What follows belongs to an exercise in optimizing a design on an open flow for small area, a short achievable clock period and few clock cycles; a production flow would make more cautious choices.
The RTL was checked by simulation tests, not by an equivalence proof against the original design.
No activity file was given, so power comes from the tool's default toggle rates.

**flow/design.v**
```verilog
`timescale 1ns/1ps
`default_nettype none
module modarith_unit (
    input  logic         clk,
    input  logic         rst_n,
    input  logic         start,
    input  logic [1:0]   op,
    input  logic [127:0] a,
    input  logic [127:0] b,
    input  logic [127:0] m,
    output logic         busy,
    output logic         done,
    output logic [127:0] res_value,
    output logic         res_err
);
    localparam int K     = 2;                       
    localparam int NSTEP = 64;                      
    localparam int BW    = 128;
    localparam int SW    = 132;                     
    localparam int IW    = SW + K;                  
    localparam int P     = 122;                     
    localparam int EW    = 10;                      
    localparam int MP    = 2;                       
    localparam int BIAS  = 2;
    localparam int QMIN  = -2;
    localparam int NQ    = 8;                       
    localparam int NT    = NQ - 1;                  
    localparam int MHW   = 128 - P + MP;            
    localparam int TW    = EW + 8;                  
    localparam int CW    = 7;                       
    localparam logic [3:0] ST_IDLE  = 4'd0,
                           ST_MSTEP = 4'd1,   
                           ST_MFIN  = 4'd2,   
                           ST_FIX   = 4'd3,   
                           ST_ADD1  = 4'd4,   
                           ST_ADD2  = 4'd5,   
                           ST_SUB1  = 4'd6,   
                           ST_FSTEP = 4'd7,   
                           ST_FP1   = 4'd8,   
                           ST_FSUB  = 4'd9,   
                           ST_MSET  = 4'd10,  
                           ST_MAPP  = 4'd11,  
                           ST_FDEC  = 4'd12,  
                           ST_FADD  = 4'd13;  
    logic [127:0]  ra, rm;
    logic [BW-1:0] rb;
    logic [SW-1:0] S, C;
    logic [CW-1:0] cnt;
    logic [3:0]    st;
    logic          cin_r;    
    logic          czero_r;  
    logic          negm_r;   
    logic          last_r;   
    logic          err_r;
    logic accept;
    assign accept = start & (~busy | done);
    logic ms_r, fs_r;         
    logic do_step;
    assign do_step = ms_r | fs_r;
    logic [NQ-1:0] qoh;
    logic          q_p, q_n1, q_n2, q_inc, q_l;
    logic [SW-1:0] m_s;
    assign m_s = {{(SW-128){1'b0}}, rm};
    logic [SW-1:0] t_h, t_l;
    assign t_h = ({SW{q_p}} & (m_s << 1)) | ({SW{q_n1}} & ~(m_s << 1)) | ({SW{q_n2}} & ~(m_s << 2));
    assign t_l = {SW{q_l}} & ~m_s;
    logic [SW-1:0] xa, ya, xb, yb, maja, majb;
    assign xa   = S ^ C ^ t_h;
    assign maja = (S & C) | (S & t_h) | (C & t_h);
    assign ya   = {maja[SW-2:0], q_inc};
    assign xb   = xa ^ ya ^ t_l;
    assign majb = (xa & ya) | (xa & t_l) | (ya & t_l);
    assign yb   = {majb[SW-2:0], q_l};
    logic [IW-1:0] xb4, yb4, pp1, pp0, xc, yc, xd, yd, majc, majd;
    assign xb4  = {xb, 2'b00};
    assign yb4  = {yb, 2'b00};
    assign pp1  = rb[BW-1] ? {{(IW-129){1'b0}}, ra, 1'b0} : '0;
    assign pp0  = rb[BW-2] ? {{(IW-128){1'b0}}, ra} : '0;
    assign xc   = xb4 ^ yb4 ^ pp1;
    assign majc = (xb4 & yb4) | (xb4 & pp1) | (yb4 & pp1);
    assign yc   = {majc[IW-2:0], 1'b0};
    assign xd   = xc ^ yc ^ pp0;
    assign majd = (xc & yc) | (xc & pp0) | (yc & pp0);
    assign yd   = {majd[IW-2:0], 1'b0};
    logic [SW-1:0] step_s, step_c;
    assign step_s = xd[SW-1:0];
    assign step_c = yd[SW-1:0];
    logic [MHW-1:0] mh;
    assign mh = rm[127 -: MHW];
    logic [K-1:0] nd;             
    assign nd = ms_r ? rb[BW-K-1 -: K] : rb[BW-1 -: K];
    logic [IW-1:0] a1, a0;
    assign a1 = {{(IW-129){1'b0}}, ra, 1'b0};
    assign a0 = {{(IW-128){1'b0}}, ra};
    logic [EW-1:0] ppt;           
    assign ppt = (nd[1] ? a1[P +: EW] : '0) + (nd[0] ? a0[P +: EW] : '0);
    logic [10:0] u1;
    logic [13:0] u3, u5;          
    assign u1 = rm[127 -: 11];
    always_ff @(posedge clk) begin
        u3 <= {3'b0, u1} + {2'b0, u1, 1'b0};
        u5 <= {3'b0, u1} + {1'b0, u1, 2'b0};
    end
    logic [NQ-1:0][EW-1:0] p4c;
    logic [13:0] u2, u4;
    assign u2 = {2'b0, u1, 1'b0};
    assign u4 = {1'b0, u1, 2'b0};
    assign p4c[0] = EW'(u2 >> 3);                  
    assign p4c[1] = EW'({3'b0, u1} >> 3);          
    assign p4c[2] = '0;                            
    assign p4c[3] = EW'(~{3'b0, u1} >> 3);
    assign p4c[4] = EW'(~u2 >> 3);
    assign p4c[5] = EW'(~u3 >> 3);
    assign p4c[6] = EW'(~u4 >> 3);
    assign p4c[7] = EW'(~u5 >> 3);
    logic [EW-1:0] p4;
    always_comb begin
        p4 = '0;
        for (int v = 0; v < NQ; v++) p4 = p4 | ({EW{qoh[v]}} & p4c[v]);
    end
    logic [EW-1:0] s_t, c_t;
    assign s_t = S[P-K +: EW];
    assign c_t = C[P-K +: EW];
    logic [NT-1:0][EW-1:0] nth, nth_n;
    logic [NT-1:0]         th;
    for (genvar t = 0; t < NT; t++) begin : g_th
        localparam int CJ = 2 * (QMIN + 1 + t) - 1;
        logic signed [TW-1:0] cj, mhs, prod, thr;
        logic [EW-1:0] x1, y1, m1, x2, y2, m2, tsum;
        assign cj    = TW'(CJ);
        assign mhs   = {{(TW-MHW){1'b0}}, mh};
        assign prod  = cj * mhs;
        assign thr   = (prod >>> (MP + 1)) - TW'(BIAS);
        assign nth_n[t] = ppt - thr[EW-1:0];
        assign x1    = s_t ^ c_t ^ nth[t];
        assign m1    = (s_t & c_t) | (s_t & nth[t]) | (c_t & nth[t]);
        assign y1    = {m1[EW-2:0], 1'b0};
        assign x2    = x1 ^ y1 ^ p4;
        assign m2    = (x1 & y1) | (x1 & p4) | (y1 & p4);
        assign y2    = {m2[EW-2:0], 1'b0};
        assign tsum  = x2 + y2;
        assign th[t] = ~tsum[EW-1];
    end
    always_ff @(posedge clk) nth <= nth_n;
    logic qen;
    assign qen = ms_r;
    logic [NQ:0]   thx;
    logic [NQ-1:0] eq, qoh_n;
    always_comb begin
        thx = {1'b0, th, 1'b1};
        for (int v = 0; v < NQ; v++) eq[v] = thx[v] & ~thx[v+1];
        qoh_n = qen ? eq : NQ'(1 << (-QMIN));
    end
    always_ff @(posedge clk) begin
        qoh   <= qoh_n;
        q_p   <= qen & ~th[1];               
        q_n1  <= qen & th[3] & ~th[5];       
        q_n2  <= qen & th[5];                
        q_inc <= qen & th[3];
        q_l   <= qen & (eq[1] | eq[3] | eq[5] | eq[7]);   
    end
    logic [SW-1:0] cpa;
    assign cpa = S + C + {{(SW-1){1'b0}}, cin_r};
    logic neg;
    assign neg = cpa[SW-1];
    logic addsub_in, sub_in;
    assign addsub_in = ~op[1];
    assign sub_in    = (op == 2'd1);
    logic negm;      
    assign negm = negm_r | ((st == ST_FDEC) & ~S[SW-1]);
    always_ff @(posedge clk) begin
        if (do_step) begin
            S <= step_s;
            C <= step_c;
        end else if (st == ST_MAPP) begin
            S <= xb;
            C <= yb;
        end else if (accept) begin
            S <= {{(SW-128){1'b0}}, a & {128{addsub_in}}};
            C <= ({SW{sub_in}} ^ {{(SW-128){1'b0}}, b}) & {SW{addsub_in}};
        end else begin
            S <= cpa;
            C <= czero_r ? '0 : (m_s ^ {SW{negm}});
        end
        if (accept) begin
            ra <= a;
            rm <= m;
            rb <= {{(BW-128){1'b0}}, b};
            cnt <= CW'(NSTEP - 1);
            err_r <= (op == 2'd3);
        end else if (do_step) begin
            rb <= rb << K;
            cnt <= cnt - 1'b1;
        end
    end
    logic [3:0] st_n;
    logic       cin_n, czero_n, negm_n, last_n, done_n;
    always_comb begin
        st_n    = ST_IDLE;
        cin_n   = 1'b0;
        czero_n = 1'b0;
        negm_n  = 1'b0;
        last_n  = last_r;
        done_n  = 1'b0;
        case (st)
            ST_MSET:  st_n = ST_MSTEP;
            ST_MSTEP: st_n = (cnt == '0) ? ST_MAPP : ST_MSTEP;
            ST_MAPP:  st_n = ST_MFIN;                        
            ST_MFIN, ST_ADD2, ST_SUB1: begin
                if (neg) st_n = ST_FIX;                      
                else     done_n = 1'b1;
            end
            ST_FIX:  done_n = 1'b1;
            ST_ADD1: begin st_n = ST_ADD2; cin_n = 1'b1; end   
            ST_FSTEP: begin st_n = ST_FP1; last_n = (cnt == '0); negm_n = 1'b1; end
            ST_FP1:  begin st_n = ST_FSUB; cin_n = 1'b1; czero_n = 1'b1; end
            ST_FSUB: st_n = ST_FDEC;                         
            ST_FDEC: begin
                if (S[SW-1]) begin st_n = ST_FADD; czero_n = 1'b1; end
                else         begin st_n = ST_FSUB; cin_n = 1'b1; czero_n = 1'b1; end
            end
            ST_FADD: begin
                if (last_r) done_n = 1'b1;
                else        st_n = ST_FSTEP;
            end
            default: ;
        endcase
        if (accept) begin
            last_n  = 1'b0;
            cin_n   = 1'b0;
            czero_n = 1'b0;
            negm_n  = 1'b0;
            case (op)
                2'd0: begin st_n = ST_ADD1; negm_n = 1'b1; end   
                2'd1: begin st_n = ST_SUB1; cin_n = 1'b1; end    
                2'd2: begin st_n = m[127] ? ST_MSET : ST_FSTEP; czero_n = 1'b1; end
                default: begin st_n = ST_IDLE; done_n = 1'b1; end
            endcase
        end
    end
    always_ff @(posedge clk or negedge rst_n) begin
        if (!rst_n) begin
            st      <= ST_IDLE;
            ms_r    <= 1'b0;
            fs_r    <= 1'b0;
            cin_r   <= 1'b0;
            czero_r <= 1'b0;
            negm_r  <= 1'b0;
            last_r  <= 1'b0;
            busy    <= 1'b0;
            done    <= 1'b0;
        end else begin
            st      <= st_n;
            ms_r    <= (st_n == ST_MSTEP);
            fs_r    <= (st_n == ST_FSTEP);
            cin_r   <= cin_n;
            czero_r <= czero_n;
            negm_r  <= negm_n;
            last_r  <= last_n;
            busy    <= accept | (busy & ~done);
            done    <= done_n;
        end
    end
    assign res_value = S[127:0];
    assign res_err   = err_r;
endmodule
`default_nettype wire
```
**flow/flow/run.sh**
```bash
#!/bin/bash
# The standard layout (the standard.sh: standard synthesis, floorplan,
# placement, CTS, routing, finish) with two changes to how it is made:
#  - a larger setup slack margin for ORFS's timing repair, so the repair keeps
#    working on the critical paths after the design's 10.5 ns clock is met;
#  - every port still gets its own buffer, but a plain sky130 buf_1 instead
#    of the delay cell buffer_ports picks by default (the resizer upsizes it
#    where a port needs more drive).
# The constraints and every other setting are the standard flow's own.
set -euo pipefail
bash standard.sh SETUP_SLACK_MARGIN=6 \
    'BUFFER_PORTS_ARGS=-buffer_cell sky130_fd_sc_hd__buf_1' \
    finish > standard_sh.log 2>&1
```
**flow/standard.sh**
```bash
#!/bin/bash
# synth_recipe.tcl (not shown) runs the flow's synth.tcl, then flattens the netlist and writes it again
# the make line also repeats each setting of config.mk as NAME=value (left out here)
make -C /OpenROAD-flow-scripts/flow DESIGN_CONFIG=/design/flow/config.mk WORK_HOME=/design/flow/orfs CLKGATE_MAP_FILE= SYNTH_SCRIPT=/design/flow/synth_recipe.tcl "${@:-finish}"
```
**flow/config.mk**
```make
export PLATFORM = sky130hd
export DESIGN_NAME = modarith_unit
export DESIGN_NICKNAME = modarith_unit
export VERILOG_FILES = /design/flow/design.v
export SDC_FILE = /design/flow/constraint.sdc
export NUM_CORES = 4
export LEC_CHECK = 0
export CAP_MARGIN = 40
export CORE_MARGIN = 2
export CORE_UTILIZATION = 65
export CTS_BUF_LIST = sky130_fd_sc_hd__clkbuf_8
export SLEW_MARGIN = 40
```
**flow/constraint.sdc**
```tcl
create_clock -name core_clock -period 10.5 [get_ports {clk}]
set_input_delay 2.1000 -clock core_clock [delete_from_list [all_inputs] [get_ports {clk}]]
set_output_delay 2.1000 -clock core_clock [all_outputs]
set_load 0.01 [all_outputs]
```
==> run summary <==
-- worst register-to-register path, stage by stage, from the launching register on --
cell and delay, ns:
dfxtp_1 0.30, inv_1 0.08, fa_1 0.48, nor2b_1 0.19
o2111ai_1 0.22, a21oi_1 0.38, o21bai_1 0.19, a311oi_4 0.53
nor2_1 0.36, o41ai_4 0.60, a221o_1 0.40, a31oi_1 0.19
xnor2_1 0.23, nand2_1 0.11, a21oi_1 0.16
-- registers in the layout, summed over array words and instances (netlist names), 4 cells and up --
| register | flops |
|---|---|
| u5 | 10 |
| S | 132 |
| u3 | 10 |
| ra | 128 |
| qoh | 7 |
| nth | 70 |
| C | 132 |
| rm | 128 |
| st | 4 |
| cnt | 7 |
| rb | 128 |
-- area by class of cell --
class | instances | area [um2] | area share (%)
inverters | 355 | 1380 | 1.94
multi-input cells | 5179 | 43200 | 60.6
well taps | 1357 | 1700 | 2.38
diodes | 18 | 45.0 | 0.0631
repair inverters | 1 | 16.3 | 0.0228
repair buffers | 612 | 2840 | 3.98
flip-flops and latches | 770 | 19300 | 27.1
clock buffers | 164 | 2260 | 3.16
clock inverters | 103 | 556 | 0.778
-- placed cells by master, fill, tap and decap left out, drive strengths merged, types with 21 or more instances in the layout --
cell type / count
nand2: 808
o21ai: 679
fa: 660
buf: 612
inv: 403
edfxtp: 385
dfxtp: 373
ha: 351
a21oi: 339
nor2: 319
xnor2: 302
and2: 270
xor2: 230
clkbuf: 164
mux2i: 138
a221o: 135
a21o: 110
nor3: 78
a221oi: 75
o21bai: 66
nand4: 65
nand3: 62
and3: 59
o21a: 48
nor2b: 45
clkinv: 42
nand2b: 29
a31oi: 28
a211oi: 27
o211ai: 21
-- timing repair --
action | in CTS | in global routing
pin swaps | 0 | 5
gates resized for setup | 15 | 40
gates cloned | 1 | 0
endpoints found under the setup margin | 84 | 48
buffers inserted | 5 | 16
-- metal layers --
metal	vias to the layer above	routed length, um	share of wire, %
met5	-	98	0.046
met4	16	10600	5.0
met3	587	23200	11
met2	3086	95100	44
met1	26700	85400	40
li1	24100	-	-
-- logic make-up (layout without fill, tap and decap cells) --
logic type               count (synthesis)  count (layout)  synth area share [%]
AO/OA/AOI/OAI                         1680            1680                  16.3
XOR/XNOR                               532             532                  7.07
adder cells (fa/ha/maj)               1011            1011                  26.7
buffers and inverters                  887            1235                  5.83
flip-flops                             770             770                  29.3
multiplexers                           139             139                  2.11
other                                    0              18                     0
AND/OR/NAND/NOR                       1817            1817                  12.8
-- worst min path at each step --
stage | startpoint | to
floorplan | cnt[5] | cnt[5]
global placement | cnt[6] | cnt[6]
detailed placement | cnt[5] | cnt[5]
CTS | rb[2] | rb[4]
global route | rb[2] | rb[4]
finish | cnt[5] | cnt[5]
-- metrics by stage --
stage | util, % | instance area, um2 | std cells | setup WS (ns) | power, mW
2_1_floorplan | - | 66100 | 6836 | 5.70 | 3.25
6_report | 71.1 | 71400 | 8559 | 6.02 | 6.26
4_1_cts | 70.6 | 70900 | 8524 | 5.90 | 6.26
3_3_place_gp | 67.6 | 67900 | 8248 | 5.04 | 3.36
3_5_place_dp | 67.7 | 68000 | 8251 | 4.95 | 3.36
5_1_grt | 71.1 | 71400 | 8556 | 5.96 | 6.41
-- power by group through the flow --
stage	clock [mW]	sequential (mW)	combinational [mW]
6_report	2.96	3.14	0.160
5_1_grt	3.10	3.14	0.168
4_1_cts	2.96	3.14	0.155
3_5_place_dp	0	3.21	0.154
3_3_place_gp	0	3.21	0.153
2_1_floorplan	0	3.21	0.0453
==> reports/summary.txt <==
Status: timing/DRC/antenna clean
Total GRT Usage: 41.1%
Net Sw Frac: 24.8%
Fillers: 7,887
R2r endpoint: S[103]
Syn Area/Cell: 9.66 um2
IO Count: 520
Synth Register Bits: 770
Critical path launch point: C[0]
Vias: 54,400
Commonest cells post-synth: 808 x nand2_1, 670 x o21ai_0, 660 x fa_1, 385 x edfxtp_1, 373 x dfxtp_1
Area grow syn2layout: 8.04%
Antenna-violating nets left: 0
Combinational Power Share: 2.6%
Psw: 1.55 mW
Met2 Use GR: 62.6%
Setup TNS: 0 ns
Worst-path clk slew: 0.07 ns
Initial drt markers: 6,448
CP Data Arrival Time: 5.28 ns
Global route overflow: 0
Flop2flop setup slack: 6.02 ns
Hold Vio Cnt, Final: 0
Reg-to-Reg Start: C[0]
Synth top area share: 20.0%
Power per cell area: 87.7 nW/um2
Cell count after synthesis: 6,836
I/O Buffers: 519
Overall die height: 323 um
Hpwl dp: 159,000 um
Sequential element share of the synthesized area: 29.3%
Share of post-route cells with drive strength above 1: 5.60%
Largest net degree at the start of global routing: 218
Cell Chain, Critical Path: inv_1 -> fa_1 -> nor2b_1 -> o2111ai_1 -> a21oi_1 -> o21bai_1 -> a311oi_4 -> nor2_1 -> o41ai_4 -> a221o_1 -> a31oi_1 -> xnor2_1 -> nand2_1 -> a21oi_1
Lkg Pwr: 29.0 nW
Crit-path leading delay family: compound AO/OA/AOI/OAI gates
Vias in the first global route: 54,300
Path depth of the worst reg2reg path: 14
Worst-Skew Late Latency: 0.85 ns
P_int: 4.71 mW
Fin nets: 8,463
Netlist cell types: 97
Detailed-route DRC error count: 0
Hold Path Class: reg2reg
Worst setup path endpoint: S[103]
Post-synth EDFFs: 385
GR Util met3: 10.5%
Hold slack final: 0.501 ns
Die extent in x: 323 um
CTS buffer count: 144
CP max FO: 6
Most frequent CP cell: a21oi_1
Worst Setup Start Kind: register
CTS tree: yes
Maximum vdd drop: 0.0906 mV
Yosys top cell by area: fa_1
Levels on crit path: 14
Initial antenna violation count: 25
Peak Freq: 0.223 GHz
Yosys warns: 1
Routed Wire Length: 214,000 um
Post-synth ARST share: 1.56%
Slew HR: 32.3%
Root buf cell: clkbuf_8
Clk pwr share: 47.3%
Initial Util: 65.8%
Endpoints failing setup: 0
1st-pass router iterations: 8
Worst endpoint required time: 11.29 ns
Total die area: 104,000 um2
First-pass GRT wire length: 326,000 um
Final-report max-slew violation count: 0
Cell with the most instances after synthesis: nand2_1
Slew @ Worst Pin: 1.01 ns
Final min period: 4.48 ns
Maxcap violations: 0
Met1 GRT Util: 55.4%
Drt via density: 6.36
Hold path cells: 2
Post-synthesis net count: 8,236
Clk_skew: 0.0371 ns
Crit path buffers/inverters: 1
CP Class: reg2reg
GP Congestion: 1.01
Hold_buf cts: 0
Core footprint: 100,000 um2
Reg power frac: 50.2%
Busiest grt layer: met2
Period utilization: 42.7%
Row count: 116
Largest cells by area after synthesis: fa_1 20%, edfxtp_1 18%, dfxtp_1 11%
Synth Cell Area: 66,100 um2
Avg WL per Cell: 25.0 um
CTS Sinks: 770
CP max stage cell: o41ai_4
CTS max path bufs: 3
RSZ-0062 raised after global routing: true
Critical Path Sink Type: register
H-tree Lvls: 4
Max stage delay on crit path: 0.59 ns
Ys flop type: edfxtp_1
Testbench counts, summed over its fixed seeds: cycles 18,780.

## afterwards: timing with drivers on the ports
In the flow no input, the clock included, has a driving cell. The finished layout below was timed again as built, in two steps.
Step 1 assumes that a clkbuf_16 drives the clock port and a buf_2 every other input.
Step 2, shift: input delay + t, output delay - t, t = (earliest + latest rising clock arrival at the registers) / 2. This alone moves slack from input paths to output paths.
a / b / c = no drivers / after step 1 / after step 2; a / b = the first two.
t (ns): 0.915
setup WS [ns]: 6.015 / 6.015 / 5.279
clock arrival spread, ns: 0.037 / 0.038
worst register clock-pin slew, ns: 0.07 / 0.07
cell pins on the clock port's net: 1
After both steps this run still meets setup and hold. The setup slack of this run moves by 0.000 ns with the drivers and by -0.736 ns with both steps.
